Source: an optimization exercise on an open RTL-to-GDS flow (aim: small area, a short achievable clock period and few clock cycles per item). Production flows keep margins and buffers that such runs may drop. Function was checked by simulation only, so behaviour that the tests miss may differ from the original.

## md_ctrl
module md_ctrl (
   input  logic        Clk,
   input  logic        Reset,
   input  logic        Start,
   input  logic [2:0]  Op,
   input  logic [31:0] A,
   input  logic [31:0] B,
   input  logic        Flush,
   output logic        Busy,
   output logic [31:0] HI,
   output logic [31:0] LO
);
Size in the first run: roughly 33000 um^2 of cells after synthesis.
==> flow/config.mk <==
export PLATFORM = sky130hd
export DESIGN_NAME = md_ctrl
export DESIGN_NICKNAME = md_ctrl
export VERILOG_FILES = /design/flow/design.v
export SDC_FILE = /design/flow/constraint.sdc
export NUM_CORES = 4
export LEC_CHECK = 0
export ABC_AREA = 1
export CAP_MARGIN = 20
export CORE_MARGIN = 2
export CORE_UTILIZATION = 50
export SLEW_MARGIN = 55
export SYNTH_HIERARCHICAL = 1
==> flow/constraint.sdc <==
create_clock -name core_clock -period 80.0 [get_ports {Clk}]
set_input_delay 16.0000 -clock core_clock [delete_from_list [all_inputs] [get_ports {Clk}]]
set_output_delay 16.0000 -clock core_clock [all_outputs]
set_load 0.01 [all_outputs]
standard.sh (not shown) runs the stock make flow with config.mk's settings and CLKGATE_MAP_FILE= SYNTH_SCRIPT=/design/flow/synth_recipe.tcl, a recipe that flattens the netlist after the stock synthesis.
==> flow/flow/run.sh <==
#!/bin/bash
# Standard layout, except that the port buffers are buf_2 cells rather than
# the default delay buffers, so the fixed input/output delays are not
# lengthened by the port buffers themselves.
set -euo pipefail
export BUFFER_PORTS_ARGS="-buffer_cell sky130_fd_sc_hd__buf_2"
bash standard.sh finish > standard_flow.log 2>&1
Testbench counts at the start, summed over its fixed seeds: cycles 13,576, items 4,800.
==> next run, changes <==
Settings changed: CORE_UTILIZATION 50 to 40, SLEW_MARGIN 55 to 40.
Effect: The new run went through all stages and came out clean; via count shrinks slightly; register-to-register slack is worse by 1600 ps; final cell count grows by a few percent; global-route usage shrinks by 9.9 points.
==> next run, changes <==
Settings changed: SLEW_MARGIN 40 to 80.
Clock-buffer cell count increases by 2; clock skew is about the same; utilization goes up by 5.9 points; final area came out higher by roughly a tenth; hold slack gets worse by 5.0 ps; maximum frequency climbs by a few percent; routed wire length went up by a few percent; setup slack is better by 420 ps; global-route usage went up by 0.95 points; critical path depth is lower by 9.
==> next run, changes <==
Settings changed: SLEW_MARGIN 80 to 60.
The changed run finished with timing, DRC and antenna clean.
Synthesized area does not change.
Synthesized cell count does not change.
Via count shrinks by about 4%.
Setup slack degrades by 160 ps.

* * *

Another version of the RTL of md_ctrl (not shown whole).
For scale: ~140 I/O pins.
Settings: LEC_CHECK=0, ABC_AREA=1, CAP_MARGIN=20, CORE_MARGIN=2, CORE_UTILIZATION=40, SLEW_MARGIN=20; clock period 80.0 ns.
Scripts as last shown in full above: flow/flow/run.sh
The baseline produced a clean layout.
Testbench counts at the start, summed over its fixed seeds: cycles 13,576, items 4,800.
Next try:
Settings changed: CORE_UTILIZATION 40 to 55.
After rerunning: Utilization grows by 16 points; wire length falls slightly; first-iteration DRC count grows by a little under a tenth; die area decreases by a quarter to a third.
Next try:
Settings changed: ABC_AREA 1 to not set, CORE_UTILIZATION 55 to 40.
The new run went through all stages and came out clean. Worst setup slack got worse by 780 ps. Wire length went up by 1.8%. Register-to-register slack improved by 320 ps. Count of clock-buffer cells in the layout went up by 4. Global-route usage went down by 15 points. Hold slack improved by 46 ps. Core utilization went down by 16 points.

* * *

== job 1708 ==
md_ctrl with an RTL version that a note above also has.
Size: ~170 flip-flops, ~140 I/O pins, roughly 0.033 mm2 of cells after synthesis.
Settings: LEC_CHECK=0, ABC_AREA=1, CAP_MARGIN=20, CORE_MARGIN=2, CORE_UTILIZATION=50, SLEW_MARGIN=60, SYNTH_HIERARCHICAL=1; clock period 80.0 ns.
Scripts as last shown in full above: flow/flow/run.sh
Job 1708 finished all stages; the layout is clean.
Testbench counts of job 1708, summed over its fixed seeds: cycles 13,576, items 4,800.
Changes in job 9786 relative to job 1708:
Settings: changing CAP_MARGIN from 20 to 50; changing CORE_UTILIZATION from 50 to 40.
==> summary.txt <==
Summary of job 9786 over job 1708: aggregate global routing overflow now sits at about the same level, layout-stage area growth over the synthesis result went up. Compared job 9786 against job 1708; area of the multi-input gates within noise. Final-layout fill cell count was lower in job 1708 than in job 9786. Job 9786 vs. job 1708: final standard cell count with taps included and fillers excluded grew by 181; fraction of area in multi-input gates held steady; final critical-path share of the clock period held steady; count of buffer and inverter cells on the critical path grew by 2; setup slack shrank by 120 ps. Against job 1708, job 9786 comes in 102 lower on via count of the first global-routing pass. Logic depth of the worst setup path including buffers, job 1708 and job 9786, lower one = job 1708.
### job 9786 -> job 2116
Settings: CAP_MARGIN: 50 -> 20; CORE_UTILIZATION: 40 -> 60.
### Flow results
Comparing job 2116 and job 9786, the lower floorplan row count was measured on job 2116.
Compare job 2116 and job 9786 | minimum setup slack in the final design higher: job 2116
Job 2116 ended with more worst slew margin relative to its limit than job 9786.
Relative to job 2116, the following input files were edited for job 9050:
Settings: CORE_UTILIZATION: 60 -> 40; SLEW_MARGIN: 60 -> 20.
## What came out
From job 2116 to job 9050 the numbers moved as follows: weighted congestion reported at the end of routability-driven placement saw a decrease; number of register bits inferred by synthesis flat; critical path arrival has increased.
Edits applied to the flow inputs when going from job 9050 to job 5350:
Settings: swapping 20 for 50 in SLEW_MARGIN.
==> comparison <==
Per the final summary, job 5350 finished and its layout is clean on timing, DRC and antenna.
Relative to job 9050, register-to-register slack has gone up in job 5350.
Wire length of the first global-routing pass: job 5350 vs job 9050 up about 0.47%
The sequential share of layout area on job 5350 is in line with that on job 9050.

-- afterwards: timing with drivers on the ports --
The flow's constraints put no driver on any port. The routed layouts listed below were extracted and timed again, unchanged, in two steps. Step 1 sets driving cells, clkbuf_16 on the clock port and buf_2 on the other inputs (assumed; they add their load-dependent delay and slew). Step 2 times the ports against the registers' clock, not the clock port: input delays grow and output delays shrink by t, the midpoint of the rising clock arrivals with the driver on. Three values: ideal ports, drivers, drivers and shift; two values: the first two.
| run | t, ns | setup slack, ns | pins driven straight from the clock port |
|---|---|---|---|
| the first run of note 1 | 0.570 | 62.884 / 62.820 / 62.423 | 1 |
| the second run of note 1 | 0.545 | 62.509 / 62.548 / 62.003 | 1 |
| the third run of note 1 | 0.550 | 62.930 / 62.867 / 62.431 | 1 |
| the fourth run of note 1 | 0.534 | 62.769 / 62.789 / 62.255 | 1 |
| the first run of note 2 | 0.575 | 62.722 / 62.764 / 62.189 | 1 |
| the second run of note 2 | 0.565 | 62.608 / 62.649 / 62.085 | 1 |
| the third run of note 2 | 0.534 | 61.825 / 61.863 / 61.329 | 1 |
| job 1708 | 0.586 | 62.885 / 62.817 / 62.423 | 1 |
| job 9786 | 0.534 | 62.769 / 62.789 / 62.255 | 1 |
| job 2116 | 0.577 | 62.842 / 62.829 / 62.310 | 1 |
| job 9050 | 0.548 | 62.490 / 62.501 / 61.987 | 1 |
| job 5350 | 0.542 | 62.487 / 62.530 / 61.989 | 1 |
After both steps every run listed still meets setup and hold. The setup slack of the first run of note 2, which loses most, moves by +0.042 ns with the drivers and by -0.533 ns with both steps.
